This is an optimization exercise on Yosys and OpenROAD, whose aim is a short achievable clock period, few clock cycles per item and low power, not a production implementation.
Where RTL was checked, it was by simulation tests only, not by an equivalence proof against the original.
Power figures rest on the tool's default switching activity, not on a simulated workload.

==> wip/ember <==
## cpuTop
module cpuTop (
	input  logic        clk,
	input  logic        rst,
	output logic [31:0] pc,
	output logic        instReqValid,
	input  logic        instReqReady,
	input  logic [31:0] instruction,
	input  logic        instValid,
	output logic        instReady,
	output logic [31:0] memReqAddr,
	output logic [31:0] memReqWdata,
	output logic [3:0]  memReqStrb,
	output logic        memReqWrite,
	output logic        memReqValid,
	input  logic        memReqReady,
	input  logic [31:0] readData,
	input  logic        readValid,
	output logic        readReady,
	output logic        retireWen,
	output logic [4:0]  retireWaddr,
	output logic [31:0] retireWdata,
	output logic [31:0] retirePc,
	output logic        retireValid
);
==> flow/config.mk <==
export PLATFORM = sky130hd
export DESIGN_NAME = cpuTop
export DESIGN_NICKNAME = cpuTop
export VERILOG_FILES = /design/flow/design.v
export SDC_FILE = /design/flow/constraint.sdc
export NUM_CORES = 4
export LEC_CHECK = 0
export CAP_MARGIN = 20
export CORE_MARGIN = 2
export CORE_UTILIZATION = 40
export SLEW_MARGIN = 20
==> flow/constraint.sdc <==
create_clock -name core_clock -period 11.0 [get_ports {clk}]
set_input_delay 2.2000 -clock core_clock [delete_from_list [all_inputs] [get_ports {clk}]]
set_output_delay 2.2000 -clock core_clock [all_outputs]
set_load 0.01 [all_outputs]
run.sh (not shown) runs the stock make flow with config.mk's settings and CLKGATE_MAP_FILE= SYNTH_SCRIPT=/design/flow/synth_recipe.tcl, a recipe that flattens the netlist after the stock synthesis.
==> wip/nickel (differences from wip/ember) <==
--- a/flow/design.v
+++ b/flow/design.v
@@ -1,12 +1,63 @@
 package mipsPkg;
 	typedef logic [31:0] wordT;
 endpackage
 `timescale 1ns/100ps
+module pfxAdd #(
+	parameter int W = 32
+) (
+	input  logic [W-1:0] a,
+	input  logic [W-1:0] b,
+	input  logic         cin,
+	output logic [W-1:0] s,
+	output logic         cout
+);
+	localparam int L = $clog2(W);
+	logic [W-1:0] p0;
+	logic [W-1:0] g [L+1];
+	logic [W-1:0] p [L+1];
+	assign p0   = a ^ b;
+	assign g[0] = (a & b) | {{(W-1){1'b0}}, p0[0] & cin};
+	assign p[0] = p0;
+	for (genvar l = 0; l < L; l++) begin : lvl
+		for (genvar i = 0; i < W; i++) begin : bit_
+			if (i >= (1 << l)) begin : op
+				assign g[l+1][i] = g[l][i] | (p[l][i] & g[l][i - (1 << l)]);
+				assign p[l+1][i] = p[l][i] & p[l][i - (1 << l)];
+			end else begin : pass
+				assign g[l+1][i] = g[l][i];
+				assign p[l+1][i] = p[l][i];
+			end
+		end
+	end
+	assign s    = p0 ^ {g[L][W-2:0], cin};
+	assign cout = g[L][W-1];
+endmodule
+module pfxInc #(
+	parameter int W = 30
+) (
+	input  logic [W-1:0] a,
+	output logic [W-1:0] s
+);
+	localparam int L = $clog2(W);
+	logic [W-1:0] c [L+1];
+	assign c[0] = a;
+	for (genvar l = 0; l < L; l++) begin : lvl
+		for (genvar i = 0; i < W; i++) begin : bit_
+			if (i >= (1 << l)) begin : op
+				assign c[l+1][i] = c[l][i] & c[l][i - (1 << l)];
+			end else begin : pass
+				assign c[l+1][i] = c[l][i];
+			end
+		end
+	end
+	assign s = a ^ {c[L][W-2:0], 1'b1};
+endmodule
+`timescale 1ns/100ps
 module cpuTop (
 	input  logic        clk,
 	input  logic        rst,
 	output logic [31:0] pc,
 	output logic        instReqValid,
 	input  logic        instReqReady,
 	input  logic [31:0] instruction,
 	input  logic        instValid,
@@ -44,31 +95,48 @@
 	assign acc      = fv & instReqReady;
 	assign take     = instValid & irdy;
 	assign dropping = (disc != 3'd0);
 	assign keep     = take & ~dropping & ~xRedir;
 	logic [31:0] iw;
 	logic [5:0]  iop;
 	logic        iIsJ, iIsBr, iIsJr31, iPred;
 	logic [31:0] respPc4;
-	logic [30:0] brSum;
 	logic [31:0] iTgt;
 	assign iw      = instruction;
 	assign iop     = iw[31:26];
 	assign iIsJ    = (iop[5:1] == 5'b00001);
 	assign iIsBr   = (iop[5:2] == 4'b0001) | ((iop == 6'b000001) & (iw[20:17] == 4'b0000));
 	assign iIsJr31 = (iop == 6'b000000) & (iw[5:0] == 6'b001000) & (iw[25:21] == 5'd31);
-	assign iPred   = iIsJ | (iIsBr & iw[15]) | iIsJr31;
-	assign respPc4 = respPc + 32'd4;
-	assign brSum   = {respPc[31:2], 1'b1} + {{14{iw[15]}}, iw[15:0], 1'b1};
+	logic iBrGuess, iRsEqRt, iRsZero;
+	assign iRsEqRt = (iw[25:21] == iw[20:16]);
+	assign iRsZero = (iw[25:21] == 5'd0);
+	always_comb begin
+		case (iop[2:0])
+			3'b100: iBrGuess = iRsEqRt;           
+			3'b101: iBrGuess = ~iRsEqRt;          
+			3'b110: iBrGuess = iRsZero;           
+			3'b001: iBrGuess = iw[16];            
+			default: iBrGuess = 1'b0;             
+		endcase
+	end
+	assign iPred   = iIsJ | (iIsBr & (iw[15] | iBrGuess) & (iw[15:0] != 16'h0)) | iIsJr31;
+	logic [29:0] respInc, brAdd;
+	pfxInc #(.W(30)) incResp (.a(respPc[31:2]), .s(respInc));
+	assign respPc4 = {respInc, respPc[1:0]};
+	pfxAdd #(.W(30)) addBr (
+		.a(respPc[31:2]), .b({{14{iw[15]}}, iw[15:0]}), .cin(1'b1), .s(brAdd), .cout()
+	);
 	assign iTgt    = iIsJ  ? {respPc4[31:28], iw[25:0], 2'b00}
-	               : iIsBr ? {brSum[30:1], respPc[1:0]}
+	               : iIsBr ? {brAdd, respPc[1:0]}
 	               :         ra;
 	logic iRedir;
 	assign iRedir = keep & iPred;
+	logic [29:0] pcFInc;
+	pfxInc #(.W(30)) incF (.a(pcF[31:2]), .s(pcFInc));
 	logic [2:0] outstN;
 	assign outstN = outst + {2'b00, acc} - {2'b00, take};
 	always_ff @(posedge clk) begin
 		if (rst) begin
 			pcF       <= 32'h0;
 			fv        <= 1'b1;
 			redirPend <= 1'b0;
 			outst     <= 3'd0;
@@ -85,17 +153,17 @@
 					pcF       <= xRedir ? xTgt : iTgt;
 					fv        <= (outstN < 3'd2);
 					redirPend <= 1'b0;
 				end
 			end else begin
 				disc <= disc - {2'b00, take & dropping} + {2'b00, acc & redirPend};
 				if (keep) respPc <= respPc4;
 				if (acc) begin
-					pcF       <= redirPend ? respPc : pcF + 32'd4;
+					pcF       <= redirPend ? respPc : {pcFInc, pcF[1:0]};
 					redirPend <= 1'b0;
 				end
 				if (acc | ~fv) fv <= (outstN < 3'd2);
 			end
 		end
 	end
 	logic        vD, skidV;
 	logic [31:0] ir, pcD, skidI, skidPc;
@@ -286,20 +354,21 @@
 		end
 	end
 	logic [31:0] rf [1:31];
 	logic [31:0] rfRs, rfRt;
 	assign rfRs = (rsA == 5'd0) ? 32'h0 : rf[rsA];
 	assign rfRt = (rtA == 5'd0) ? 32'h0 : rf[rtA];
 	logic        vX, xDone;
 	logic [31:0] xA, xB, xAux, pcX;
-	logic        xWen, xIsLd, xIsSt, xIsBr, xIsJr, xIsLink, xUns, xPred;
+	logic        xWen, xIsLd, xIsSt, xIsBr, xIsJr, xIsLink, xUns, xPred, xOff0;
 	logic [4:0]  xRd, xShamt;
-	logic [2:0]  xAluOp, xBrKind;
-	logic [1:0]  xShOp, xResSel, xSize;
+	logic [2:0]  xBrKind;
+	logic [1:0]  xShOp, xSize, xLop;
+	logic        xSub, xSelAdd, xSelLog, xSelSlt, xSelSltu, xSelSh, xSelAux;
 	logic [31:0] xRes;
 	logic        vM, mv, ldWait;
 	logic [31:0] resM, wdM, pcM;
 	logic [3:0]  strbM;
 	logic        mWen, mIsLd, mIsSt, mUns;
 	logic [4:0]  mRd;
 	logic [1:0]  mSize;
 	logic [7:0]  ldByte;
@@ -332,17 +401,19 @@
 	logic hazard;
 	assign hazard = (vX & xIsLd & ((xHitRs & dUsesRs) | (xHitRt & dUsesRt)))
 	              | (mIsLd & ~mDone & ((mHitRs & dUsesRs) | (mHitRt & dUsesRt)));
 	assign dAdv   = vD & xFree & ~hazard;
 	logic [31:0] dImm, dB, dAux, dPcSum;
 	logic [29:0] dPcAdd;
 	assign dImm   = dImmKind[0] ? {16'h0, ir[15:0]} : {{16{ir[15]}}, ir[15:0]};
 	assign dB     = dUseImm ? dImm : fwdRt;
-	assign dPcAdd = pcD[31:2] + (dIsBr ? {{14{ir[15]}}, ir[15:0]} : 30'd1) + 30'd1;
+	pfxAdd #(.W(30)) addPcD (
+		.a(pcD[31:2]), .b(dIsBr ? {{14{ir[15]}}, ir[15:0]} : 30'd1), .cin(1'b1), .s(dPcAdd), .cout()
+	);
 	assign dPcSum = {dPcAdd, pcD[1:0]};
 	assign dAux   = dIsSt ? fwdRt : dIsLui ? {ir[15:0], 16'h0} : dPcSum;
 	always_ff @(posedge clk) begin
 		if (rst) begin
 			vX    <= 1'b0;
 			xDone <= 1'b0;
 		end else begin
 			if (xRedir) begin
@@ -364,71 +435,78 @@
 			xRd     <= dRd;
 			xIsLd   <= dIsLd;
 			xIsSt   <= dIsSt;
 			xIsBr   <= dIsBr;
 			xIsJr   <= dIsJr;
 			xIsLink <= dIsLink;
 			xUns    <= dUns;
 			xPred   <= predD;
-			xAluOp  <= dAluOp;
+			xOff0   <= (ir[15:0] == 16'h0);
 			xBrKind <= dBrKind;
 			xShOp   <= dShOp;
-			xResSel <= dResSel;
+			xSub     <= (dAluOp != 3'd0);
+			xLop     <= dAluOp[1:0];
+			xSelAdd  <= (dResSel == 2'd0) & (dAluOp[2:1] == 2'b00);
+			xSelLog  <= (dResSel == 2'd0) & ((dAluOp == 3'd2) | (dAluOp == 3'd3) | (dAluOp == 3'd4) | (dAluOp == 3'd5));
+			xSelSlt  <= (dResSel == 2'd0) & (dAluOp == 3'd6);
+			xSelSltu <= (dResSel == 2'd0) & (dAluOp == 3'd7);
+			xSelSh   <= (dResSel == 2'd1);
+			xSelAux  <= (dResSel == 2'd2);
 			xSize   <= dSize;
 			xShamt  <= dVarSh ? fwdRs[4:0] : ir[10:6];
 		end
 	end
-	logic        sub;
-	logic [32:0] sum;
-	logic [31:0] aluRes, shRes;
-	logic        lt, ltu, eq;
-	assign sub = (xAluOp != 3'd0);
-	assign sum = {1'b0, xA} + {1'b0, xB ^ {32{sub}}} + {32'h0, sub};
-	assign ltu = ~sum[32];
+	logic [31:0] sum, logRes, shRes;
+	logic        cout, lt, ltu, eq;
+	pfxAdd #(.W(32)) addX (.a(xA), .b(xB ^ {32{xSub}}), .cin(xSub), .s(sum), .cout(cout));
+	assign ltu = ~cout;
 	assign lt  = (xA[31] ^ xB[31]) ? xA[31] : sum[31];
 	assign eq  = (xA == xB);
 	always_comb begin
-		case (xAluOp)
-			3'd2: aluRes = xA & xB;
-			3'd3: aluRes = xA | xB;
-			3'd4: aluRes = xA ^ xB;
-			3'd5: aluRes = ~(xA | xB);
-			3'd6: aluRes = {31'h0, lt};
-			3'd7: aluRes = {31'h0, ltu};
-			default: aluRes = sum[31:0];
+		case (xLop)
+			2'b10: logRes = xA & xB;       
+			2'b11: logRes = xA | xB;       
+			2'b00: logRes = xA ^ xB;       
+			default: logRes = ~(xA | xB);  
 		endcase
 	end
 	logic [31:0] shIn, shOut;
 	logic        shLeft;
 	assign shLeft = ~xShOp[1];
 	always_comb begin
 		for (int i = 0; i < 32; i++) shIn[i] = shLeft ? xB[31 - i] : xB[i];
 	end
 	assign shOut = $signed({xShOp[0] & xB[31], shIn}) >>> xShamt;
 	always_comb begin
 		for (int i = 0; i < 32; i++) shRes[i] = shLeft ? shOut[31 - i] : shOut[i];
 	end
-	assign xRes = (xResSel == 2'd1) ? shRes : (xResSel == 2'd2) ? xAux : aluRes;
+	assign xRes = ({32{xSelAdd}} & sum)
+	            | ({32{xSelLog}} & logRes)
+	            | {31'h0, (xSelSlt & lt) | (xSelSltu & ltu)}
+	            | ({32{xSelSh}} & shRes)
+	            | ({32{xSelAux}} & xAux);
 	logic cond;
 	always_comb begin
 		case (xBrKind)
 			3'd0: cond = eq;
 			3'd1: cond = ~eq;
 			3'd2: cond = xA[31] | (xA == 32'h0);
 			3'd3: cond = ~xA[31] & (xA != 32'h0);
 			3'd4: cond = xA[31];
 			default: cond = ~xA[31];
 		endcase
 	end
 	logic [31:0] pcNext, pcX4;
 	logic        xMis;
 	assign pcNext = vD ? pcD : respPc;
-	assign pcX4   = pcX + 32'd4;
-	assign xMis   = (xIsBr & (cond ^ xPred)) | (xIsJr & (xA != pcNext));
+	logic [29:0] pcXInc;
+	pfxInc #(.W(30)) incX (.a(pcX[31:2]), .s(pcXInc));
+	assign pcX4   = {pcXInc, pcX[1:0]};
+	assign xMis   = (xIsBr & ((cond & ~xOff0) ^ xPred)) | (xIsJr & (xA != pcNext));
 	assign xRedir = vX & xMis & ~xDone;
 	assign xTgt   = xIsJr ? xA : cond ? xAux : pcX4;
 	always_ff @(posedge clk) begin
 		if (rst) begin
 			ra <= 32'h0;
 		end else if (vX & xIsLink & ~xDone) begin
 			ra <= xAux;
 		end
SETUP_SLACK_MARGIN = 5   (was not set)
==> impl_metrics.ini <==
[run_status]
outcome = timing/DRC/antenna clean

[logic_synthesis]
ys_ff_latch = 1589
synth.avg_cell_area_um2 = 13.5
yosysWarnings = 9

[min_path]
whs_endpoint = rPc[2]

[placement]
placed_area_um2 = 89800

[layout]
design_area_um2 = 95800
buffer_area_share_pct = 4.11
multi_input_area_um2 = 36700
nFillCells = 18300
final_cell_mix = edfxtp_1 (1331), mux4_2 (606), nand2_1 (399), a21oi_1 (392), nor2_1 (372)

[timing]
clock.fmax_mhz = 175
whs_ns = 0.321

[power_and_ir_drop]
totalPowerFinal_mw = 17.3

[global_routing]
grt_pass1_vias = 57000

[setup_path]
worst-path-stages = 14
[end of results for wip/nickel]
==> impl_metrics.ini <==
[layout]
design_area_um2 = 96700
final_cell_mix = edfxtp_1 (1326), mux4_2 (614), a21oi_1 (409), nand2_1 (408), nor2_1 (357)
multi_input_area_um2 = 37600

[global_routing]
grt_pass1_vias = 58600

[logic_synthesis]
synth.avg_cell_area_um2 = 13.4
ys_ff_latch = 1584
yosysWarnings = 1

[min_path]
whs_endpoint = rPc[25]

[timing]
clock.fmax_mhz = 146

[placement]
placed_area_um2 = 90700

[setup_path]
worst-path-stages = 15

[run_status]
outcome = timing/DRC/antenna clean
[end of results for wip/ember]
Testbench counts of wip/ember, summed over its fixed seeds: cycles 40,322, instructions 28,386.
No functional check of the RTL was part of wip/nickel.

* * *

==> inputs of v1 <==
Another version of the RTL of cpuTop (not shown whole).
==> flow/config.mk <==
export PLATFORM = sky130hd
export DESIGN_NAME = cpuTop
export DESIGN_NICKNAME = cpuTop
export VERILOG_FILES = /design/flow/design.v
export SDC_FILE = /design/flow/constraint.sdc
export NUM_CORES = 4
export LEC_CHECK = 0
export CAP_MARGIN = 20
export CORE_MARGIN = 2
export CORE_UTILIZATION = 40
export CTS_BUF_LIST = sky130_fd_sc_hd__clkbuf_8
export CTS_CLUSTER_SIZE = 24
export SLEW_MARGIN = 20
==> flow/constraint.sdc <==
create_clock -name core_clock -period 11.0 [get_ports {clk}]
set_input_delay 2.2000 -clock core_clock [delete_from_list [all_inputs] [get_ports {clk}]]
set_output_delay 2.2000 -clock core_clock [all_outputs]
set_load 0.01 [all_outputs]
standard.sh (not shown) runs the stock make flow with config.mk's settings and CLKGATE_MAP_FILE= SYNTH_SCRIPT=/design/flow/synth_recipe.tcl, a recipe that flattens the netlist after the stock synthesis.
==> flow/flow/run.sh <==
#!/bin/bash
set -euo pipefail
bash standard.sh SETUP_SLACK_MARGIN=7 finish > standard_flow.log 2>&1
==> v7: changes against v1 <==
--- a/flow/design.v
+++ b/flow/design.v
@@ -377,55 +377,51 @@
 	logic [4:0]  xRd, xShamt;
 	logic [2:0]  xBrKind;
 	logic [1:0]  xShOp, xSize, xLop;
 	logic        xSub, xSelAdd, xSelLog, xSelSlt, xSelSltu, xSelSh, xSelAux;
 	logic [31:0] xRes;
-	logic        vM, mv, vW;
+	logic        vM, mv, ldWait;
 	logic [31:0] resM, wdM, pcM;
 	logic [3:0]  strbM;
 	logic        mWen, mIsLd, mIsSt, mUns;
 	logic [4:0]  mRd;
 	logic [1:0]  mSize;
-	logic [31:0] resW, pcW;
-	logic        wWen, wIsLd, wUns;
-	logic [4:0]  wRd;
-	logic [1:0]  wSize;
 	logic [7:0]  ldByte;
 	logic [15:0] ldHalf;
 	logic [31:0] ldVal;
-	assign ldByte = readData[{resW[1:0], 3'b000} +: 8];
-	assign ldHalf = resW[1] ? readData[31:16] : readData[15:0];
+	assign ldByte = readData[{resM[1:0], 3'b000} +: 8];
+	assign ldHalf = resM[1] ? readData[31:16] : readData[15:0];
 	always_comb begin
-		case (wSize)
-			2'd0: ldVal = {{24{ldByte[7] & ~wUns}}, ldByte};
-			2'd1: ldVal = {{16{ldHalf[15] & ~wUns}}, ldHalf};
+		case (mSize)
+			2'd0: ldVal = {{24{ldByte[7] & ~mUns}}, ldByte};
+			2'd1: ldVal = {{16{ldHalf[15] & ~mUns}}, ldHalf};
 			default: ldVal = readData;
 		endcase
 	end
-	logic wDone, wFree, mLeave, mAdv, xAdv, xFree;
-	assign wDone  = vW & (~wIsLd | readValid);
-	assign wFree  = ~vW | wDone;
-	assign mLeave = vM & (~mv | memReqReady) & wFree;
-	assign mAdv   = ~vM | mLeave;
-	assign xAdv   = mAdv;
-	assign xFree  = ~vX | xAdv;
+	logic mDone, mAdv, xAdv, xFree;
+	assign mDone = vM & (mIsLd ? (ldWait & readValid) : mIsSt ? memReqReady : 1'b1);
+	assign mAdv  = ~vM | mDone;
+	assign xAdv  = mAdv;
+	assign xFree = ~vX | xAdv;
 	logic [31:0] wbData;
-	assign wbData = wIsLd ? ldVal : resW;
+	assign wbData = mIsLd ? ldVal : resM;
 	logic [31:0] fwdRs, fwdRt;
-	logic        xHitRs, xHitRt, mHitRs, mHitRt, wHitRs, wHitRt;
+	logic        xHitRs, xHitRt, mHitRs, mHitRt, rHitRs, rHitRt;
+	logic        rv;
+	logic [4:0]  rWaddr;
+	logic [31:0] rWdata;
+	assign rHitRs = rv & (rWaddr == rsA) & (rsA != 5'd0);
+	assign rHitRt = rv & (rWaddr == rtA) & (rtA != 5'd0);
 	assign xHitRs = vX & xWen & (xRd == rsA) & (rsA != 5'd0);
 	assign xHitRt = vX & xWen & (xRd == rtA) & (rtA != 5'd0);
 	assign mHitRs = vM & mWen & (mRd == rsA) & (rsA != 5'd0);
 	assign mHitRt = vM & mWen & (mRd == rtA) & (rtA != 5'd0);
-	assign wHitRs = vW & wWen & (wRd == rsA) & (rsA != 5'd0);
-	assign wHitRt = vW & wWen & (wRd == rtA) & (rtA != 5'd0);
-	assign fwdRs  = xHitRs ? xRes : mHitRs ? resM : wHitRs ? wbData : rfRs;
-	assign fwdRt  = xHitRt ? xRes : mHitRt ? resM : wHitRt ? wbData : rfRt;
+	assign fwdRs  = xHitRs ? xRes : mHitRs ? wbData : rHitRs ? rWdata : rfRs;
+	assign fwdRt  = xHitRt ? xRes : mHitRt ? wbData : rHitRt ? rWdata : rfRt;
 	logic hazard;
 	assign hazard = (vX & xIsLd & ((xHitRs & dUsesRs) | (xHitRt & dUsesRt)))
-	              | (mIsLd & ((mHitRs & dUsesRs) | (mHitRt & dUsesRt)))
-	              | (wIsLd & ~wDone & ((wHitRs & dUsesRs) | (wHitRt & dUsesRt)));
+	              | (mIsLd & ~mDone & ((mHitRs & dUsesRs) | (mHitRt & dUsesRt)));
 	assign dAdv   = vD & xFree & ~hazard;
 	logic [31:0] dImm, dB, dAux;
 	logic [29:0] dPcBr, dPcInc, dPcLink;
 	logic        selSt, selLui, selBr;
 	assign dImm   = (op[5:2] == 4'b0011) ? {16'h0, ir[15:0]} : {{16{ir[15]}}, ir[15:0]};
@@ -560,32 +556,20 @@
 			end
 		endcase
 	end
 	always_ff @(posedge clk) begin
 		if (rst) begin
-			vM <= 1'b0;
-			mv <= 1'b0;
-			vW <= 1'b0;
-		end else begin
-			if (mAdv) begin
-				vM <= vX;
-				mv <= vX & (xIsLd | xIsSt);
-			end else if (memReqReady) begin
-				mv <= 1'b0;
-			end
-			if (wFree) vW <= mLeave;
-		end
-	end
-	always_ff @(posedge clk) begin
-		if (wFree) begin
-			resW  <= resM;
-			pcW   <= pcM;
-			wWen  <= mWen;
-			wRd   <= mRd;
-			wIsLd <= mIsLd;
-			wUns  <= mUns;
-			wSize <= mSize;
+			vM     <= 1'b0;
+			mv     <= 1'b0;
+			ldWait <= 1'b0;
+		end else if (mAdv) begin
+			vM     <= vX;
+			mv     <= vX & (xIsLd | xIsSt);
+			ldWait <= 1'b0;
+		end else if (mv & memReqReady) begin
+			mv     <= 1'b0;
+			ldWait <= mIsLd;
 		end
 	end
 	always_ff @(posedge clk) begin
 		if (mAdv) begin
 			resM  <= xRes;
@@ -604,27 +588,26 @@
 	assign memReqWdata = wdM;
 	assign memReqStrb  = strbM;
 	assign memReqWrite = mIsSt;
 	assign memReqValid = mv;
 	always_ff @(posedge clk) begin
-		if (wDone & wWen & (wRd != 5'd0)) begin
-			rf[wRd] <= wbData;
+		if (rv & (rWaddr != 5'd0)) begin
+			rf[rWaddr] <= rWdata;
 		end
 	end
-	logic        rv, rWen;
-	logic [4:0]  rWaddr;
-	logic [31:0] rWdata, rPc;
+	logic        rWen;
+	logic [31:0] rPc;
 	always_ff @(posedge clk) begin
 		if (rst) begin
 			rv <= 1'b0;
 		end else begin
-			rv <= wDone;
+			rv <= mDone;
 		end
-		rPc    <= pcW;
-		rWen   <= wWen;
-		rWaddr <= wWen ? wRd : 5'd0;
-		rWdata <= wWen ? wbData : 32'h0;
+		rPc    <= pcM;
+		rWen   <= mWen;
+		rWaddr <= mWen ? mRd : 5'd0;
+		rWdata <= mWen ? wbData : 32'h0;
 	end
 	assign retireValid = rv;
 	assign retireWen   = rWen;
 	assign retireWaddr = rWaddr;
 	assign retireWdata = rWdata;
==> flow/config.mk (replaced) <==
export PLATFORM = sky130hd
export DESIGN_NAME = cpuTop
export DESIGN_NICKNAME = cpuTop
export VERILOG_FILES = /design/flow/design.v
export SDC_FILE = /design/flow/constraint.sdc
export NUM_CORES = 4
export LEC_CHECK = 0
export CAP_MARGIN = 20
export CORE_MARGIN = 2
export CORE_UTILIZATION = 55
export CTS_BUF_LIST = sky130_fd_sc_hd__clkbuf_16
export CTS_CLUSTER_DIAMETER = 70
export CTS_CLUSTER_SIZE = 30
export SLEW_MARGIN = 20
==> notes <==
Of v7 and v1, v7 has the higher utilization (gap 17 points). Of v7 and v1, v1 has the higher final area (gap about 4%, measured against v1). Of v1 and v7, v1 has the higher sequential power (gap about 15%, measured against v7). Between v1 and v7, the lower die area is in v7 (gap about 40%, measured against v7).
Testbench counts of v7, summed over its fixed seeds: cycles 37,667, instructions 28,386.
No functional check of the RTL was part of v1.

-- re-timing with driven ports --
Ports are ideal in the flow. The routed layouts listed here were re-timed in OpenROAD. Step 1 (the two cells are an assumption about what drives the block):
set clk [get_ports {clk}]
set_driving_cell -lib_cell sky130_fd_sc_hd__clkbuf_16 $clk
set_driving_cell -lib_cell sky130_fd_sc_hd__buf_2 [delete_from_list [all_inputs] $clk]
Step 2, shift: input delay + t, output delay - t, t = (earliest + latest rising clock arrival at the registers) / 2. This alone moves slack from input paths to output paths. a / b / c = no drivers / after step 1 / after step 2; a / b = the first two.
run | t, ns | setup WS [ns] | worst register clock-pin slew, ns | worst slew at a driven data input, ns
wip/ember | 0.896 | 4.166 / 4.166 / 4.166 | 0.07 / 0.07 | 0.08
wip/nickel | 0.910 | 5.270 / 5.270 / 4.492 | 0.07 / 0.07 | 0.09
v1 | 1.115 | 6.570 / 6.570 / 5.722 | 0.08 / 0.08 | 0.14
v7 | 0.866 | 6.573 / 6.573 / 5.941 | 0.12 / 0.12 | 0.07
After both steps setup and hold are still met in every run listed. For v1, which loses most, drivers alone change the setup slack by 0.000 ns; drivers and shift together by -0.848 ns.
